Background: an optimization exercise with open tools, aiming at a short achievable clock period and few clock cycles per item. Do not read the settings as production practice.
In this exercise RTL edits were held to simulation tests only and were not proved equivalent to the original.
No activity file was given, so power comes from the tool's default toggle rates.

File: config.mk
export PLATFORM = sky130hd
export DESIGN_NAME = cpu_top
export DESIGN_NICKNAME = cpu_top
export VERILOG_FILES = /design/flow/design.v
export SDC_FILE = /design/flow/constraint.sdc
export NUM_CORES = 4
export LEC_CHECK = 0
export CAP_MARGIN = 20
export CORE_MARGIN = 2
export CORE_UTILIZATION = 30
export PLACE_DENSITY = 0.45
export SLEW_MARGIN = 20
File: constraint.sdc
create_clock -name core_clock -period 8.0 [get_ports {clk}]
set_input_delay 1.6000 -clock core_clock [delete_from_list [all_inputs] [get_ports {clk}]]
set_output_delay 1.6000 -clock core_clock [all_outputs]
set_load 0.01 [all_outputs]
File: design.v
package pipeline_pkg;
	localparam int data_width     = 32;
	localparam int reg_addr_width = 5;
	localparam logic [5:0] op_rtype = 6'h00;
	localparam logic [5:0] op_j     = 6'h02;
	localparam logic [5:0] op_beq   = 6'h04;
	localparam logic [5:0] op_bne   = 6'h05;
	localparam logic [5:0] op_addi  = 6'h08;
	localparam logic [5:0] op_andi  = 6'h0c;
	localparam logic [5:0] op_lw    = 6'h23;
	localparam logic [5:0] op_sw    = 6'h2b;
	localparam logic [5:0] fn_add = 6'h20;
	localparam logic [5:0] fn_sub = 6'h22;
	localparam logic [5:0] fn_and = 6'h24;
	localparam logic [5:0] fn_or  = 6'h25;
	localparam logic [5:0] fn_slt = 6'h2a;
	typedef logic [data_width-1:0]     word_t;
	typedef logic [reg_addr_width-1:0] reg_addr_t;
	typedef struct packed {
		logic [5:0] op;
		reg_addr_t  rs;
		reg_addr_t  rt;
		reg_addr_t  rd;
		logic [4:0] shamt;
		logic [5:0] funct;
	} r_fmt_t;
	typedef struct packed {
		logic [5:0]  op;
		reg_addr_t   rs;
		reg_addr_t   rt;
		logic [15:0] imm;
	} i_fmt_t;
	typedef struct packed {
		logic [5:0]  op;
		logic [25:0] target;
	} j_fmt_t;
	typedef union packed {
		r_fmt_t r_fmt;
		i_fmt_t i_fmt;
		j_fmt_t j_fmt;
	} instr_t;
	typedef enum logic [2:0] {
		mem_addr, compare, rtype, add_imm, and_imm
	} alu_class_t;
	typedef enum logic [2:0] {
		alu_add, alu_sub, alu_and, alu_or, alu_slt
	} alu_op_t;
	typedef enum logic [1:0] {
		from_reg, from_wb, from_mem
	} fwd_sel_t;
	typedef struct packed {
		logic       jump;
		logic       branch_eq;
		logic       branch_ne;
		logic       mem_read;
		logic       mem_write;
		logic       mem_to_reg;
		logic       reg_write;
		logic       reg_dst;  
		logic       alu_src;  
		alu_class_t alu_class;
	} ctrl_t;
	typedef struct packed {
		word_t  pc_plus4;
		instr_t instr;
	} if_id_t;
	typedef struct packed {
		ctrl_t     ctrl;
		word_t     pc_plus4;
		word_t     jump_target;
		word_t     rs_data;
		word_t     rt_data;
		word_t     imm_ext;  
		reg_addr_t rs;
		reg_addr_t rt;
		reg_addr_t rd;
	} id_ex_t;
	typedef struct packed {
		ctrl_t     ctrl;
		word_t     jump_target;
		word_t     branch_target;
		logic      zero;
		word_t     alu_result;
		word_t     store_data;
		reg_addr_t wr_addr;
	} ex_mem_t;
	typedef struct packed {
		logic      reg_write;
		logic      mem_to_reg;
		word_t     load_data;
		word_t     alu_result;
		reg_addr_t wr_addr;
	} mem_wb_t;
	typedef struct packed {
		logic  taken;
		word_t target;
	} redirect_t;
	typedef struct packed {
		word_t addr;
		word_t wdata;
		logic  write;
		logic  read;
	} dmem_req_t;
	typedef struct packed {
		logic      reg_write;
		reg_addr_t wr_addr;
		word_t     data;
	} wb_t;
endpackage
`timescale 1ns/1ps
module fetch_stage (
	input  logic                   clk,
	input  logic                   reset,
	input  logic                   stall,
	input  pipeline_pkg::redirect_t redirect,
	input  pipeline_pkg::instr_t    imem_data,
	output pipeline_pkg::word_t     imem_addr,
	output pipeline_pkg::if_id_t    if_id
);
	pipeline_pkg::word_t pc;
	pipeline_pkg::word_t pc_plus4;
	assign pc_plus4  = pc + 32'd4;
	assign imem_addr = pc;
	always_ff @(posedge clk or posedge reset)
	begin
		if (reset)
		begin
			pc    <= '0;
			if_id <= '0;
		end
		else if (redirect.taken)  
		begin
			pc    <= redirect.target;
			if_id <= '0;
		end
		else if (!stall)
		begin
			pc             <= pc_plus4;
			if_id.pc_plus4 <= pc_plus4;
			if_id.instr    <= imem_data;
		end
	end
endmodule
`timescale 1ns/1ps
module decode_stage (
	input  logic                    clk,
	input  logic                    reset,
	input  pipeline_pkg::if_id_t    if_id,
	input  logic                    stall,
	input  pipeline_pkg::redirect_t redirect,
	input  pipeline_pkg::word_t     rs_data,
	input  pipeline_pkg::word_t     rt_data,
	output pipeline_pkg::reg_addr_t rs,
	output pipeline_pkg::reg_addr_t rt,
	output pipeline_pkg::id_ex_t    id_ex
);
	pipeline_pkg::ctrl_t  ctrl;
	pipeline_pkg::id_ex_t id_ex_next;
	logic [5:0]           op;
	assign op = if_id.instr.i_fmt.op;
	assign rs = if_id.instr.i_fmt.rs;
	assign rt = if_id.instr.i_fmt.rt;
	always_comb
	begin
		ctrl = '0;
		case (op)
			pipeline_pkg::op_lw:
			begin
				ctrl.mem_read   = 1'b1;
				ctrl.mem_to_reg = 1'b1;
				ctrl.reg_write  = 1'b1;
				ctrl.alu_src    = 1'b1;
				ctrl.alu_class  = pipeline_pkg::mem_addr;
			end
			pipeline_pkg::op_sw:
			begin
				ctrl.mem_write = 1'b1;
				ctrl.alu_src   = 1'b1;
				ctrl.alu_class = pipeline_pkg::mem_addr;
			end
			pipeline_pkg::op_beq:
			begin
				ctrl.branch_eq = 1'b1;
				ctrl.alu_class = pipeline_pkg::compare;
			end
			pipeline_pkg::op_bne:
			begin
				ctrl.branch_ne = 1'b1;
				ctrl.alu_class = pipeline_pkg::compare;
			end
			pipeline_pkg::op_addi:
			begin
				ctrl.reg_write = 1'b1;
				ctrl.alu_src   = 1'b1;
				ctrl.alu_class = pipeline_pkg::add_imm;
			end
			pipeline_pkg::op_andi:
			begin
				ctrl.reg_write = 1'b1;
				ctrl.alu_src   = 1'b1;
				ctrl.alu_class = pipeline_pkg::and_imm;
			end
			pipeline_pkg::op_j: ctrl.jump = 1'b1;
			default:  
			begin
				ctrl.reg_write = 1'b1;
				ctrl.reg_dst   = 1'b1;
				ctrl.alu_class = pipeline_pkg::rtype;
			end
		endcase
	end
	always_comb
	begin
		id_ex_next.ctrl        = ctrl;
		id_ex_next.pc_plus4    = if_id.pc_plus4;
		id_ex_next.jump_target = {if_id.pc_plus4[31:28], if_id.instr.j_fmt.target, 2'b00};
		id_ex_next.rs_data     = rs_data;
		id_ex_next.rt_data     = rt_data;
		id_ex_next.imm_ext     = {{16{if_id.instr.i_fmt.imm[15]}}, if_id.instr.i_fmt.imm};
		id_ex_next.rs          = rs;
		id_ex_next.rt          = rt;
		id_ex_next.rd          = if_id.instr.r_fmt.rd;
	end
	always_ff @(posedge clk or posedge reset)
	begin
		if (reset)
			id_ex <= '0;
		else if (redirect.taken || stall)
			id_ex <= '0;  
		else
			id_ex <= id_ex_next;
	end
endmodule
`timescale 1ns/1ps
module reg_file (
	input  logic                    clk,
	input  logic                    reset,
	input  pipeline_pkg::reg_addr_t rs,
	input  pipeline_pkg::reg_addr_t rt,
	output pipeline_pkg::word_t     rs_data,
	output pipeline_pkg::word_t     rt_data,
	input  pipeline_pkg::wb_t       wb
);
	pipeline_pkg::word_t regs [32];
	function automatic pipeline_pkg::word_t read_port(input pipeline_pkg::reg_addr_t addr);
		if (addr == 5'd0)
			read_port = 32'd0;
		else if (wb.reg_write && wb.wr_addr == addr)
			read_port = wb.data;  
		else
			read_port = regs[addr];
	endfunction
	assign rs_data = read_port(rs);
	assign rt_data = read_port(rt);
	always_ff @(posedge clk or posedge reset)
	begin
		if (reset)
		begin
			for (int i = 0; i < 32; i++)
				regs[i] <= '0;
		end
		else if (wb.reg_write && wb.wr_addr != '0)
			regs[wb.wr_addr] <= wb.data;
	end
endmodule
`timescale 1ns/1ps
module hazard_unit (
	input  pipeline_pkg::if_id_t  if_id,
	input  pipeline_pkg::id_ex_t  id_ex,
	input  pipeline_pkg::ex_mem_t ex_mem,
	output logic                  stall
);
	pipeline_pkg::reg_addr_t rs;
	pipeline_pkg::reg_addr_t rt;
	logic                    is_store;
	logic                    store_after_load;
	logic                    store_after_load2;
	logic                    load_use;
	assign rs       = if_id.instr.i_fmt.rs;
	assign rt       = if_id.instr.i_fmt.rt;
	assign is_store = (if_id.instr.i_fmt.op == pipeline_pkg::op_sw);
	assign store_after_load  = is_store && id_ex.ctrl.mem_read && (rt == id_ex.rt);
	assign store_after_load2 = is_store && ex_mem.ctrl.mem_read && (rt == ex_mem.wr_addr);
	assign load_use = id_ex.ctrl.mem_read && ((rs == id_ex.rt) || (rt == id_ex.rt));
	assign stall = store_after_load || store_after_load2 || load_use;
endmodule
`timescale 1ns/1ps
module execute_stage (
	input  logic                    clk,
	input  logic                    reset,
	input  pipeline_pkg::id_ex_t    id_ex,
	input  pipeline_pkg::wb_t       wb,
	input  pipeline_pkg::redirect_t redirect,
	output pipeline_pkg::ex_mem_t   ex_mem
);
	pipeline_pkg::word_t     op_a;
	pipeline_pkg::word_t     rt_fwd;
	pipeline_pkg::word_t     op_b;
	pipeline_pkg::word_t     result;
	pipeline_pkg::alu_op_t   alu_op;
	pipeline_pkg::ex_mem_t   ex_mem_next;
	function automatic logic [1:0] fwd_select(input pipeline_pkg::reg_addr_t src);
		if (ex_mem.ctrl.reg_write && ex_mem.wr_addr != 5'd0 && ex_mem.wr_addr == src)
			fwd_select = pipeline_pkg::from_mem;
		else if (wb.reg_write && wb.wr_addr != 5'd0 && wb.wr_addr == src)
			fwd_select = pipeline_pkg::from_wb;
		else
			fwd_select = pipeline_pkg::from_reg;
	endfunction
	function automatic pipeline_pkg::word_t operand(input pipeline_pkg::reg_addr_t src,
			input pipeline_pkg::word_t reg_val);
		case (fwd_select(src))
			pipeline_pkg::from_mem: operand = ex_mem.alu_result;
			pipeline_pkg::from_wb:  operand = wb.data;
			default:                operand = reg_val;
		endcase
	endfunction
	assign op_a   = operand(id_ex.rs, id_ex.rs_data);
	assign rt_fwd = operand(id_ex.rt, id_ex.rt_data);
	assign op_b   = id_ex.ctrl.alu_src ? id_ex.imm_ext : rt_fwd;
	always_comb
	begin
		case (id_ex.ctrl.alu_class)
			pipeline_pkg::compare: alu_op = pipeline_pkg::alu_sub;
			pipeline_pkg::and_imm: alu_op = pipeline_pkg::alu_and;
			pipeline_pkg::rtype:
				case (id_ex.imm_ext[5:0])
					pipeline_pkg::fn_sub: alu_op = pipeline_pkg::alu_sub;
					pipeline_pkg::fn_and: alu_op = pipeline_pkg::alu_and;
					pipeline_pkg::fn_or:  alu_op = pipeline_pkg::alu_or;
					pipeline_pkg::fn_slt: alu_op = pipeline_pkg::alu_slt;
					default:              alu_op = pipeline_pkg::alu_add;  
				endcase
			default: alu_op = pipeline_pkg::alu_add;  
		endcase
	end
	always_comb
	begin
		case (alu_op)
			pipeline_pkg::alu_sub: result = op_a - op_b;
			pipeline_pkg::alu_and: result = op_a & op_b;
			pipeline_pkg::alu_or:  result = op_a | op_b;
			pipeline_pkg::alu_slt: result = {31'b0, $signed(op_a) < $signed(op_b)};
			default:               result = op_a + op_b;
		endcase
	end
	always_comb
	begin
		ex_mem_next.ctrl          = id_ex.ctrl;
		ex_mem_next.jump_target   = id_ex.jump_target;
		ex_mem_next.branch_target = id_ex.pc_plus4 + {id_ex.imm_ext[29:0], 2'b00};
		ex_mem_next.zero          = (result == '0);
		ex_mem_next.alu_result    = result;
		ex_mem_next.store_data    = rt_fwd;
		ex_mem_next.wr_addr       = id_ex.ctrl.reg_dst ? id_ex.rd : id_ex.rt;
	end
	always_ff @(posedge clk or posedge reset)
	begin
		if (reset)
			ex_mem <= '0;
		else if (redirect.taken)
			ex_mem <= '0;
		else
			ex_mem <= ex_mem_next;
	end
endmodule
`timescale 1ns/1ps
module memory_stage (
	input  logic                    clk,
	input  logic                    reset,
	input  pipeline_pkg::ex_mem_t   ex_mem,
	input  pipeline_pkg::word_t     dmem_rdata,
	output pipeline_pkg::dmem_req_t dmem_req,
	output pipeline_pkg::redirect_t redirect,
	output pipeline_pkg::mem_wb_t   mem_wb,
	output pipeline_pkg::wb_t       wb
);
	logic branch_taken;
	assign branch_taken = (ex_mem.ctrl.branch_eq && ex_mem.zero) ||
		(ex_mem.ctrl.branch_ne && !ex_mem.zero);
	assign redirect.taken  = ex_mem.ctrl.jump || branch_taken;
	assign redirect.target = ex_mem.ctrl.jump ? ex_mem.jump_target : ex_mem.branch_target;
	assign dmem_req.addr  = ex_mem.alu_result;
	assign dmem_req.wdata = ex_mem.store_data;
	assign dmem_req.write = ex_mem.ctrl.mem_write;
	assign dmem_req.read  = ex_mem.ctrl.mem_read;
	always_ff @(posedge clk or posedge reset)
	begin
		if (reset)
			mem_wb <= '0;
		else
		begin
			mem_wb.reg_write  <= ex_mem.ctrl.reg_write;
			mem_wb.mem_to_reg <= ex_mem.ctrl.mem_to_reg;
			mem_wb.load_data  <= dmem_rdata;
			mem_wb.alu_result <= ex_mem.alu_result;
			mem_wb.wr_addr    <= ex_mem.wr_addr;
		end
	end
	assign wb.reg_write = mem_wb.reg_write;
	assign wb.wr_addr   = mem_wb.wr_addr;
	assign wb.data      = mem_wb.mem_to_reg ? mem_wb.load_data : mem_wb.alu_result;
endmodule
`timescale 1ns/1ps
module cpu_top (
	input  logic                    clk,
	input  logic                    reset,
	output pipeline_pkg::word_t     imem_addr,
	input  pipeline_pkg::instr_t    imem_data,
	output pipeline_pkg::dmem_req_t dmem_req,
	input  pipeline_pkg::word_t     dmem_rdata
);
	pipeline_pkg::if_id_t    if_id;
	pipeline_pkg::id_ex_t    id_ex;
	pipeline_pkg::ex_mem_t   ex_mem;
	pipeline_pkg::redirect_t redirect;
	pipeline_pkg::wb_t       wb;
	pipeline_pkg::reg_addr_t rs;
	pipeline_pkg::reg_addr_t rt;
	pipeline_pkg::word_t     rs_data;
	pipeline_pkg::word_t     rt_data;
	logic                    stall;
	fetch_stage u_fetch (.clk(clk), .reset(reset), .stall(stall), .redirect(redirect),
		.imem_data(imem_data), .imem_addr(imem_addr), .if_id(if_id));
	decode_stage u_decode (.clk(clk), .reset(reset), .if_id(if_id), .stall(stall),
		.redirect(redirect), .rs_data(rs_data), .rt_data(rt_data), .rs(rs), .rt(rt),
		.id_ex(id_ex));
	reg_file u_reg_file (.clk(clk), .reset(reset), .rs(rs), .rt(rt), .rs_data(rs_data),
		.rt_data(rt_data), .wb(wb));
	hazard_unit u_hazard (.if_id(if_id), .id_ex(id_ex), .ex_mem(ex_mem), .stall(stall));
	execute_stage u_execute (.clk(clk), .reset(reset), .id_ex(id_ex), .wb(wb),
		.redirect(redirect), .ex_mem(ex_mem));
	memory_stage u_memory (.clk(clk), .reset(reset), .ex_mem(ex_mem), .dmem_rdata(dmem_rdata),
		.dmem_req(dmem_req), .redirect(redirect), .mem_wb(), .wb(wb));
endmodule
File: run.sh
#!/bin/bash
# synth_recipe.tcl (not shown) runs the flow's synth.tcl, then flattens the netlist and writes it again
# the make line also repeats each setting of config.mk as NAME=value (left out here)
make -C /OpenROAD-flow-scripts/flow DESIGN_CONFIG=/design/flow/config.mk WORK_HOME=/design/flow/orfs CLKGATE_MAP_FILE= SYNTH_SCRIPT=/design/flow/synth_recipe.tcl finish
==> flow_summary.ini <==
[critical_path]
required_ns = 8.80
cp-end-kind = flop
cpMostUsedCell = buf_4
worstPathMaxFanout = 26
cp_cell_sequence = buf_4 > nor2_1 > nand2_1 > o21ai_0 > nor4_2 > buf_4 > buf_4 > mux2_2 > o21ai_0 > mux2_2 > ha_1 > or4_1 > nor4_1 > nor4b_1 > a211o_1 > nor2_1 > a221o_1 > a21oi_1 > and3_2 > nand4_1 > nor4_1 > and4_1
cp.arrival_ns = 7.77
criticalPathCategory = reg -> reg
slowest_stage = or4_1
r2r_cells = 22
start_kind = flop
cpPeakStageDelay_ns = 0.61

[route]
wirelength_microns = 362000
firstDrtPassIters = 10
viasPerCell = 6.08
remaining_drc_errors = 0
routed-via-count = 65800
routedWlPerCell_microns = 33.5
ant_nets = 0
detail_route.iter0.violations = 10700

[final_layout]
final_cell_mix = dfrtp_1, nor2_1, a21oi_1
multi_input_area_sq_mm = 0.0329
syn2layout_area_growth_pct = 15.8
drive_gt1_share_pct = 9.79
fillers = 23900
ff_latch_area_sq_mm = 0.0358
final_common_cell = dfrtp_1
finalNetCount = 7721

[timing]
min_period_over_period_pct = 87.1
finalHoldViolations = 0
period_minus_slack_ns = 6.97
fin_ws_ns = 1.03
worst_slew_pin_slew_ns = 1.24
fmax_ghz = 0.144
tns_ns = 0
skew_ns = 0.0423
rsz0062_at_grt = no
slew_headroom_pct = 16.7
finalMaxSlewViolations = 0
setup_viol = 0

[clocking]
clk_latency_ns = 0.87
cts_root_buffer = clkbuf_16
holdBufCountCts = 0
cts_setup_buffers = 0
clockBufferDepth = 3
clock_sink_count = 1430
cts.clk_slew.worst_paths_ns = 0.06
cts_tree = built
cts.repair.resized = 0
cts_made_buffers = 166
htree_num_levels = 4

[die]
coreArea_sq_mm = 0.235
die_h_microns = 491
boundaryPins = 164
rows = 178
die_x_microns = 491
die-area_sq_mm = 0.241
initial_core_util_pct = 30.2

[power]
powerDensity_mw_per_mm2 = 390
finalPower_w = 0.0321
switching_share_pct = 40.7
p_clk_share_pct = 24.8
p_leak_nw = 34.4
power.sequential.fraction_pct = 41.8
pwr-share-comb_pct = 33.4
power.switching_w = 0.0131
intPower_w = 0.0190
vdd_drop_max_v = 0.000213

[grt]
track_usage_pct = 29.2
antenna_found_initial = 17
grt_pass1_vias = 62300
grt_pass1_wl_microns = 503000
globalRouteOverflowTotal = 0
grt_max_degree = 180

[synth]
ys_seq_area_share_pct = 50.3
synth_edf_count = 0
synth.distinct_cells = 95
yosysWarnings = 6
synth_top_area_share_pct = 50.3
synthFlopType = dfrtp_1
synth_area_per_cell_sq_um = 9.23
synth_area_sq_mm = 0.0711
yosys.area.top_type = dfrtp_1
synth-seq-cells = 1430
ys_top_cells_by_area = dfrtp_1, a22oi_1, a21oi_1
synth_async_sr_flop_share_pct = 100
syn_inst = 7705
syn_nets = 7900

[run_status]
outcome = complete, no violations

[run]
maxCapViolCount = 0

[worst_hold_path]
holdCritPathClass = reg -> reg
hold_depth = 1

[place]
numPortBuffers = 163
gp_congestion = 0.934
dp_hpwl_microns = 216000
dp_slack_ns = 1.06
## cells in the mapped netlist, types with 7 or more instances
| library cell | number |
|---|---|
| a2111oi_0 | 10 |
| a211oi_1 | 55 |
| a21o_1 | 27 |
| a21oi_1 | 783 |
| a221o_1 | 11 |
| a221oi_1 | 146 |
| a222oi_1 | 70 |
| a22o_1 | 135 |
| a22oi_1 | 583 |
| a31oi_1 | 19 |
| and2_1 | 89 |
| and3_1 | 81 |
| buf_1 | 51 |
| buf_4 | 66 |
| clkbuf_1 | 630 |
| dfrtp_1 | 1430 |
| ha_1 | 126 |
| inv_1 | 100 |
| mux2_2 | 51 |
| mux2i_1 | 113 |
| nand2_1 | 665 |
| nand2b_1 | 22 |
| nand3_1 | 150 |
| nand3b_1 | 8 |
| nand4_1 | 155 |
| nor2_1 | 971 |
| nor2b_1 | 18 |
| nor3_1 | 107 |
| nor3b_1 | 8 |
| nor4_1 | 63 |
| o211a_1 | 7 |
| o211ai_1 | 15 |
| o21a_1 | 26 |
| o21ai_0 | 615 |
| o21bai_1 | 15 |
| o221ai_1 | 11 |
| o22ai_1 | 9 |
| o31ai_1 | 12 |
| or2_2 | 9 |
| or3_1 | 15 |
| or4_1 | 8 |
| xnor2_1 | 62 |
| xor2_1 | 57 |
## worst paths after layout
kind | from | end | slack [ns]
setup / recovery | u_memory.mem_wb[1] | u_execute.ex_mem[69] | 1.03
hold / removal | u_decode.id_ex[143] | u_execute.ex_mem[70] | 0.44
setup reg to reg | u_memory.mem_wb[1] | u_execute.ex_mem[69] | 1.03
hold reg to reg | u_decode.id_ex[143] | u_execute.ex_mem[70] | 0.44
max in group asynchronous | reset | u_memory.mem_wb[69] | 4.87
min in group asynchronous | reset | u_reg_file.regs[1][3] | 1.32
## critical path, delay by kind of cell, from the launching register on
family / cells / cell delay (ns)
simple gates: 11 / 3.08
compound gates: 5 / 1.34
buf+inv: 3 / 0.91
mux: 2 / 0.61
flops: 1 / 0.54
fa+ha+maj: 1 / 0.42
## power by group through the flow
stage / clock, W / combinational [W] / sequential (W)
floorplan: 0 / 0.00727 / 0.0123
global placement: 0 / 0.0103 / 0.0133
detailed placement: 0 / 0.0105 / 0.0134
CTS: 0.00808 / 0.0105 / 0.0133
global route: 0.00836 / 0.0118 / 0.0137
finish: 0.00796 / 0.0107 / 0.0134
## metrics by stage
step                      hold slack (ns)  util [%]  cell area [sq um]  std cells
after global routing                0.452      35.0              82300      10800
final                               0.437      35.0              82400      10800
after detailed placement            0.396      32.5              76600      10500
after global placement              0.410      32.5              76600      10500
after CTS                           0.438      34.9              82200      10800
after floorplan                     0.348         -              71100       7705
## sequential cells by signal, indices dropped and copies added (netlist names)
| signal | cells |
|---|---|
| u_memory.mem_wb | 71 |
| u_decode.id_ex | 133 |
| u_reg_file.regs | 992 |
| u_fetch.if_id | 64 |
| u_fetch.pc | 32 |
| u_execute.ex_mem | 138 |
## routing by layer
layer  wire length [microns]  GRT usage [%]
met2                  155000           43.6
met3                   39300           8.30
met4                   21400           14.5
met5                     411           1.41
met1                  146000           38.3
## layout make-up
class | count | area share [%]
flip-flops and latches | 1430 | 43.5
multi-input cells | 5419 | 40.0
clock buffers | 246 | 6.01
well taps | 3150 | 4.79
repair buffers | 408 | 4.47
clock inverters | 48 | 0.817
inverters | 101 | 0.465
diodes | 12 | 0.0365
## kinds of logic (layout without fill, tap and decap cells)
group	after synthesis	in the layout	share of synthesized area [%]
fa+ha+maj	129	129	2.30
xor+xnor	119	119	1.47
simple gates	2403	2403	15.1
buf+inv	856	803	4.92
other cells	0	12	0
mux	164	164	2.40
compound gates	2604	2604	23.5
flops	1430	1430	50.3
Testbench counts, summed over its fixed seeds: cycles 75,001, instrs 53,381.

-- re-timing with driven ports --
The results above use ideal ports. As a check the final layout listed here was re-extracted and re-timed, cells and wires unchanged. Step 1: set_driving_cell puts a clkbuf_16 on clk and a buf_2 on each other input, an assumption about the parent block. Step 2 also shifts input and output timing later by t, the mid clock arrival at the registers, as if the neighbouring blocks saw the same clock. a / b / c = no drivers / after step 1 / after step 2; a / b = the first two.
shift t [ns]: 0.943
slack for setup (ns): 1.032 / 1.032 / 1.032
hold WS [ns]: 0.437 / 0.437 / 0.437
clock arrival spread, ns: 0.049 / 0.050
After both steps setup and hold are still met in this run. The setup slack of this run moves by 0.000 ns with the drivers and by 0.000 ns with both steps.
